Background: an optimization exercise with open tools, aiming at small area. Do not read the settings as production practice.
Only simulation tests tie the RTL to the original design; equivalence was not proved.
Power and IR drop assume default switching activity.

==> inputs of job 8203 <==
==> flow/design.v <==
package pipe_pkg;
  localparam int DEF_DATA_W = 32;
  localparam int DEF_ADDR_W = 5;
  localparam int DEF_PEND_W = 2;
  typedef logic [DEF_ADDR_W-1:0] reg_sel_t;
  typedef logic [DEF_DATA_W-1:0] word_t;
endpackage
import pipe_pkg::*;
module wb_scoreboard
#(
  parameter int NREG = 32
) (
  input  logic            clk,
  input  logic            reset,
  input  logic [NREG-1:1] iss,
  input  logic [NREG-1:1] wb,
  output logic [NREG-1:1] pend_nz,
  output logic            pend_ovf
);
  logic [NREG-1:1] w_ovf_hit;
  logic            r_ovf;
  for (genvar g = 1; g < NREG; g++) begin : g_reg
    logic [1:0] r_cnt;
    logic       w_up, w_dn;
    assign w_up = iss[g] & ~wb[g];
    assign w_dn = wb[g] & ~iss[g];
    always_ff @(posedge clk) begin
      if (reset)
        r_cnt <= 2'b00;
      else if (w_up)
        r_cnt <= {r_cnt[1] | r_cnt[0], ~r_cnt[1]};
      else if (w_dn)
        r_cnt <= {r_cnt[1] & ~r_cnt[0], r_cnt[1]};
    end
    assign pend_nz[g]   = r_cnt[1] | r_cnt[0];
    assign w_ovf_hit[g] = w_up & r_cnt[1] & ~r_cnt[0];
  end
  always_ff @(posedge clk) begin
    if (reset)           r_ovf <= 1'b0;
    else if (|w_ovf_hit) r_ovf <= 1'b1;
  end
  assign pend_ovf = r_ovf;
endmodule
import pipe_pkg::*;
module wb_regfile
#(
  parameter int DATA_W = DEF_DATA_W,
  parameter int ADDR_W = DEF_ADDR_W,
  parameter int PEND_W = DEF_PEND_W
) (
  input  logic              clk,
  input  logic              reset,
  input  logic              wb_en,
  input  logic [ADDR_W-1:0] wb_sel,
  input  logic [DATA_W-1:0] wb_data,
  input  logic              iss_en,
  input  logic [ADDR_W-1:0] iss_sel,
  input  logic [ADDR_W-1:0] rd_sel_a,
  input  logic [ADDR_W-1:0] rd_sel_b,
  output logic [DATA_W-1:0] rd_data_a,
  output logic [DATA_W-1:0] rd_data_b,
  output logic              hazard_a,
  output logic              hazard_b,
  output logic              pend_ovf
);
  localparam int NREG = 2**ADDR_W;
  logic [DATA_W-1:0] r_regs [1:NREG-1];
  logic [DATA_W-1:0] w_wdata;
  logic [NREG-1:1]   w_wb, w_iss, w_pend_nz;
  assign w_wdata = wb_data & {DATA_W{~reset}};
  for (genvar g = 1; g < NREG; g++) begin : g_reg
    assign w_wb[g]  = wb_en  && (wb_sel  == ADDR_W'(g));
    assign w_iss[g] = iss_en && (iss_sel == ADDR_W'(g));
    always_ff @(posedge clk) begin
      if (reset | w_wb[g]) r_regs[g] <= w_wdata;
    end
  end
  logic [NREG-1:1] w_dec_a, w_dec_b;
  for (genvar g = 1; g < NREG; g++) begin : g_dec
    assign w_dec_a[g] = (rd_sel_a == ADDR_W'(g));
    assign w_dec_b[g] = (rd_sel_b == ADDR_W'(g));
  end
  for (genvar b = 0; b <= DATA_W; b++) begin : g_col
    logic [NREG-1:1] w_col;
    for (genvar g = 1; g < NREG; g++) begin : g_bit
      if (b < DATA_W) begin : g_d
        assign w_col[g] = r_regs[g][b];
      end else begin : g_p
        assign w_col[g] = w_pend_nz[g];
      end
    end
    logic w_a, w_b;
    wb_rd_col u_a (.sel(w_dec_a), .d(w_col), .y(w_a));
    wb_rd_col u_b (.sel(w_dec_b), .d(w_col), .y(w_b));
    if (b < DATA_W) begin : g_o
      assign rd_data_a[b] = w_a;
      assign rd_data_b[b] = w_b;
    end else begin : g_h
      assign hazard_a = w_a;
      assign hazard_b = w_b;
    end
  end
  wb_scoreboard #(.NREG(NREG)) u_sb (
    .clk      (clk),
    .reset    (reset),
    .iss      (w_iss),
    .wb       (w_wb),
    .pend_nz  (w_pend_nz),
    .pend_ovf (pend_ovf)
  );
endmodule
module wb_rd_col (
  input  logic [31:1] sel,
  input  logic [31:1] d,
  output logic        y
);
  logic [10:0] w_n;
  for (genvar k = 0; k < 10; k++) begin : g_aoi
    wb_aoi222 u_aoi (
      .a0(sel[3*k+1]), .b0(d[3*k+1]),
      .a1(sel[3*k+2]), .b1(d[3*k+2]),
      .a2(sel[3*k+3]), .b2(d[3*k+3]),
      .y (w_n[k])
    );
  end
  assign w_n[10] = ~(sel[31] & d[31]);
  assign y = ~(&w_n[3:0]) | ~(&w_n[7:4]) | ~(&w_n[10:8]);
endmodule
module wb_aoi222 (
  input  logic a0, b0, a1, b1, a2, b2,
  output logic y
);
  assign y = ~((a0 & b0) | (a1 & b1) | (a2 & b2));
endmodule
==> flow/run.sh <==
#!/bin/bash
# synth_recipe.tcl (not shown) runs the flow's synth.tcl, then flattens the netlist and writes it again
# the make line also repeats each setting of config.mk as NAME=value (left out here)
make -C /OpenROAD-flow-scripts/flow DESIGN_CONFIG=/design/flow/config.mk WORK_HOME=/design/flow/orfs CLKGATE_MAP_FILE= SYNTH_SCRIPT=/design/flow/synth_recipe.tcl finish
==> flow/config.mk <==
export PLATFORM = sky130hd
export DESIGN_NAME = wb_regfile
export DESIGN_NICKNAME = wb_regfile
export VERILOG_FILES = /design/flow/design.v
export SDC_FILE = /design/flow/constraint.sdc
export NUM_CORES = 4
export LEC_CHECK = 0
export CAP_MARGIN = 20
export CORE_MARGIN = 2
export CORE_UTILIZATION = 40
export SLEW_MARGIN = 20
export SYNTH_HIERARCHICAL = 1
==> flow/constraint.sdc <==
create_clock -name core_clock -period 6.0 [get_ports {clk}]
set_input_delay 1.2000 -clock core_clock [delete_from_list [all_inputs] [get_ports {clk}]]
set_output_delay 1.2000 -clock core_clock [all_outputs]
set_load 0.01 [all_outputs]
==> inputs of job 9181, as changes to job 8203 <==
==> flow/design.v, changed modules only <==
module wb_scoreboard
#(
  parameter int NREG = 32
) (
  input  logic            clk,
  input  logic            reset,
  input  logic [NREG-1:1] up,
  input  logic [NREG-1:1] dn,
  output logic [NREG-1:1] pend_nz,
  output logic            pend_ovf
);
  logic [NREG-1:1] w_ovf_hit;
  logic            r_ovf;
  for (genvar g = 1; g < NREG; g++) begin : g_reg
    logic [1:0] r_cnt;
    logic [1:0] w_nxt;
    wb_pend_next u_nxt (.up(up[g]), .dn(dn[g]), .cnt(r_cnt), .nxt(w_nxt));
    always_ff @(posedge clk) r_cnt <= w_nxt;
    assign pend_nz[g]   = r_cnt[1] | r_cnt[0];
    assign w_ovf_hit[g] = up[g] & r_cnt[1] & ~r_cnt[0];
  end
  always_ff @(posedge clk) begin
    if (reset)           r_ovf <= 1'b0;
    else if (|w_ovf_hit) r_ovf <= 1'b1;
  end
  assign pend_ovf = r_ovf;
endmodule
module wb_pend_next (
  input  logic       up,
  input  logic       dn,
  input  logic [1:0] cnt,
  output logic [1:0] nxt
);
  always_comb begin
    case ({up, dn})
      2'b10:   nxt = {cnt[1] | cnt[0], ~cnt[1]};
      2'b01:   nxt = {cnt[1] & ~cnt[0], cnt[1]};
      2'b11:   nxt = 2'b00;
      default: nxt = cnt;
    endcase
  end
endmodule
module wb_regfile
#(
  parameter int DATA_W = DEF_DATA_W,
  parameter int ADDR_W = DEF_ADDR_W,
  parameter int PEND_W = DEF_PEND_W
) (
  input  logic              clk,
  input  logic              reset,
  input  logic              wb_en,
  input  logic [ADDR_W-1:0] wb_sel,
  input  logic [DATA_W-1:0] wb_data,
  input  logic              iss_en,
  input  logic [ADDR_W-1:0] iss_sel,
  input  logic [ADDR_W-1:0] rd_sel_a,
  input  logic [ADDR_W-1:0] rd_sel_b,
  output logic [DATA_W-1:0] rd_data_a,
  output logic [DATA_W-1:0] rd_data_b,
  output logic              hazard_a,
  output logic              hazard_b,
  output logic              pend_ovf
);
  localparam int NREG = 2**ADDR_W;
  logic [DATA_W-1:0] r_regs [1:NREG-1];
  logic [DATA_W-1:0] w_wdata;
  logic [NREG-1:1]   w_we, w_up, w_dn, w_pend_nz;
  logic              w_same, w_iss_g, w_wb_g;
  assign w_wdata = wb_data & {DATA_W{~reset}};
  assign w_same  = iss_en & wb_en & (iss_sel == wb_sel);
  assign w_iss_g = iss_en & ~w_same;
  assign w_wb_g  = wb_en  & ~w_same;
  for (genvar g = 1; g < NREG; g++) begin : g_reg
    assign w_we[g] = reset | (wb_en   && (wb_sel  == ADDR_W'(g)));
    assign w_up[g] = reset | (w_iss_g && (iss_sel == ADDR_W'(g)));
    assign w_dn[g] = reset | (w_wb_g  && (wb_sel  == ADDR_W'(g)));
    always_ff @(posedge clk) begin
      if (w_we[g]) r_regs[g] <= w_wdata;
    end
  end
  logic [NREG-1:1] w_dec_a, w_dec_b;
  for (genvar g = 1; g < NREG; g++) begin : g_dec
    assign w_dec_a[g] = (rd_sel_a == ADDR_W'(g));
    assign w_dec_b[g] = (rd_sel_b == ADDR_W'(g));
  end
  for (genvar b = 0; b <= DATA_W; b++) begin : g_col
    logic [NREG-1:1] w_col;
    for (genvar g = 1; g < NREG; g++) begin : g_bit
      if (b < DATA_W) begin : g_d
        assign w_col[g] = r_regs[g][b];
      end else begin : g_p
        assign w_col[g] = w_pend_nz[g];
      end
    end
    logic w_a, w_b;
    wb_rd_col u_a (.sel(w_dec_a), .d(w_col), .y(w_a));
    wb_rd_col u_b (.sel(w_dec_b), .d(w_col), .y(w_b));
    if (b < DATA_W) begin : g_o
      assign rd_data_a[b] = w_a;
      assign rd_data_b[b] = w_b;
    end else begin : g_h
      assign hazard_a = w_a;
      assign hazard_b = w_b;
    end
  end
  wb_scoreboard #(.NREG(NREG)) u_sb (
    .clk      (clk),
    .reset    (reset),
    .up       (w_up),
    .dn       (w_dn),
    .pend_nz  (w_pend_nz),
    .pend_ovf (pend_ovf)
  );
endmodule
==> flow/flow/run.sh (new file) <==
#!/bin/bash
# Standard synthesis and layout, with three changes to how the layout is made:
# plain buf_1 port buffers (the resizer may still size them), clock tree
# synthesis with larger sink clusters and no dummy loads, and power recovery
# (downsizing of non-critical gates) after global routing.
set -euo pipefail
export BUFFER_PORTS_ARGS="-buffer_cell sky130_fd_sc_hd__buf_1"
export CTS_ARGS="-sink_clustering_enable -repair_clock_nets -dont_use_dummy_load -sink_clustering_size 24 -sink_clustering_max_diameter 80"
export RECOVER_POWER=100
bash standard.sh synth > synth.log 2>&1
bash standard.sh finish > layout.log 2>&1
==> flow/standard.sh (new file) <==
#!/bin/bash
# synth_recipe.tcl (not shown) runs the flow's synth.tcl, then flattens the netlist and writes it again
# the make line also repeats each setting of config.mk as NAME=value (left out here)
make -C /OpenROAD-flow-scripts/flow DESIGN_CONFIG=/design/flow/config.mk WORK_HOME=/design/flow/orfs CLKGATE_MAP_FILE= SYNTH_SCRIPT=/design/flow/synth_recipe.tcl "${@:-finish}"
removed: flow/run.sh
==> inputs of job 466, as changes to job 8203 <==
==> flow/design.v, changed modules only <==
module wb_scoreboard
#(
  parameter int ADDR_W = DEF_ADDR_W,
  parameter int PEND_W = DEF_PEND_W
) (
  input  logic              clk,
  input  logic              reset,
  input  logic              wb_en,
  input  logic [ADDR_W-1:0] wb_sel,
  input  logic              iss_en,
  input  logic [ADDR_W-1:0] iss_sel,
  input  logic [ADDR_W-1:0] rd_sel_a,
  input  logic [ADDR_W-1:0] rd_sel_b,
  output logic              hazard_a,
  output logic              hazard_b,
  output logic              pend_ovf
);
  localparam int NREG = 2**ADDR_W;
  localparam logic [PEND_W-1:0] PEND_MAX = '1;
  logic [NREG-1:0][PEND_W-1:0] w_pend;
  logic [NREG-1:0]             w_ovf_hit;
  logic                        r_ovf;
  logic [PEND_W-1:0]           w_pend_a, w_pend_b;
  for (genvar g = 0; g < NREG; g++) begin : g_reg
    logic              w_iss, w_wb;
    logic [PEND_W-1:0] r_cnt;
    assign w_iss = iss_en && (iss_sel == ADDR_W'(g)) && (g != 0);
    assign w_wb  = wb_en  && (wb_sel  == ADDR_W'(g)) && (g != 0);
    always_ff @(posedge clk) begin
      if (reset)
        r_cnt <= '0;
      else if (w_iss && !w_wb) begin
        if (r_cnt != PEND_MAX) r_cnt <= r_cnt + 1'b1;
      end else if (w_wb && !w_iss) begin
        if (r_cnt != '0) r_cnt <= r_cnt - 1'b1;
      end
    end
    assign w_pend[g]    = r_cnt;
    assign w_ovf_hit[g] = w_iss && !w_wb && (r_cnt == PEND_MAX);
  end
  always_ff @(posedge clk) begin
    if (reset)           r_ovf <= 1'b0;
    else if (|w_ovf_hit) r_ovf <= 1'b1;
  end
  assign pend_ovf = r_ovf;
  assign w_pend_a = w_pend[rd_sel_a];
  assign w_pend_b = w_pend[rd_sel_b];
  always_comb begin
    hazard_a = (rd_sel_a != '0) && (w_pend_a != '0);
    hazard_b = (rd_sel_b != '0) && (w_pend_b != '0);
  end
endmodule
module wb_regfile
#(
  parameter int DATA_W = DEF_DATA_W,
  parameter int ADDR_W = DEF_ADDR_W,
  parameter int PEND_W = DEF_PEND_W
) (
  input  logic              clk,
  input  logic              reset,
  input  logic              wb_en,
  input  logic [ADDR_W-1:0] wb_sel,
  input  logic [DATA_W-1:0] wb_data,
  input  logic              iss_en,
  input  logic [ADDR_W-1:0] iss_sel,
  input  logic [ADDR_W-1:0] rd_sel_a,
  input  logic [ADDR_W-1:0] rd_sel_b,
  output logic [DATA_W-1:0] rd_data_a,
  output logic [DATA_W-1:0] rd_data_b,
  output logic              hazard_a,
  output logic              hazard_b,
  output logic              pend_ovf
);
  localparam int NREG = 2**ADDR_W;
  logic [DATA_W-1:0] r_regs [NREG];
  logic              w_wr;
  assign w_wr = wb_en && (wb_sel != '0);
  always_ff @(posedge clk) begin
    if (reset) begin
      for (int i = 0; i < NREG; i++) r_regs[i] <= '0;
    end else if (w_wr) begin
      r_regs[wb_sel] <= wb_data;
    end
  end
  always_comb begin
    rd_data_a = (rd_sel_a == '0) ? '0 : r_regs[rd_sel_a];
    rd_data_b = (rd_sel_b == '0) ? '0 : r_regs[rd_sel_b];
  end
  wb_scoreboard #(.ADDR_W(ADDR_W), .PEND_W(PEND_W)) u_sb (
    .clk      (clk),
    .reset    (reset),
    .wb_en    (wb_en),
    .wb_sel   (wb_sel),
    .iss_en   (iss_en),
    .iss_sel  (iss_sel),
    .rd_sel_a (rd_sel_a),
    .rd_sel_b (rd_sel_b),
    .hazard_a (hazard_a),
    .hazard_b (hazard_b),
    .pend_ovf (pend_ovf)
  );
endmodule
// module wb_rd_col removed
// module wb_aoi222 removed
SYNTH_HIERARCHICAL = default   (was 1)
==> comparison <==
In job 8203 the sequential power is lower than in job 9181, by about 2%. Against job 466, the first-iteration DRC count of job 8203 is larger by about 80%. Against job 8203, the critical path depth of job 9181 is lower by 1. Job 9181 produced a layout that fails on capacitance limit, slew limit. Job 8203 finished with timing, DRC and antenna clean. Job 466 produced a clean layout. Clock-buffer cell count: job 8203 is higher than job 466 (3). Of job 8203 and job 9181, job 8203 has the higher core utilization (gap 3.7 points). Sequential share of layout area, lowest first: job 466, job 8203, job 9181. Area after synthesis, highest first: job 466, job 8203, job 9181.

static timing again, ports no longer ideal:
The flow's constraints put no driver on any port. The routed layouts listed below were extracted and timed again, unchanged, in two steps. Step 1, drivers: a clkbuf_16 drives clk and a buf_2 each remaining input, both assumed. Step 2 also shifts input and output timing later by t, the mid clock arrival at the registers, as if the neighbouring blocks saw the same clock. Three values: ideal ports, drivers, drivers and shift; two values: the first two.
| run | t (ns) | slack for setup (ns) | worst hold slack (ns) | worst register clock-pin slew, ns |
|---|---|---|---|---|
| job 8203 | 0.764 | 0.034 / -0.006 / -0.006 | 0.512 / 0.512 / 0.512 | 0.07 / 0.07 |
| job 9181 | 0.728 | 0.204 / 0.155 / -0.327 | 0.522 / 0.522 / 0.522 | 0.10 / 0.10 |
| job 466 | 0.813 | 0.513 / 0.475 / 0.475 | 0.495 / 0.495 / 0.495 | 0.07 / 0.07 |
For job 9181, which loses most, drivers alone change the setup slack by -0.049 ns; drivers and shift together by -0.531 ns.
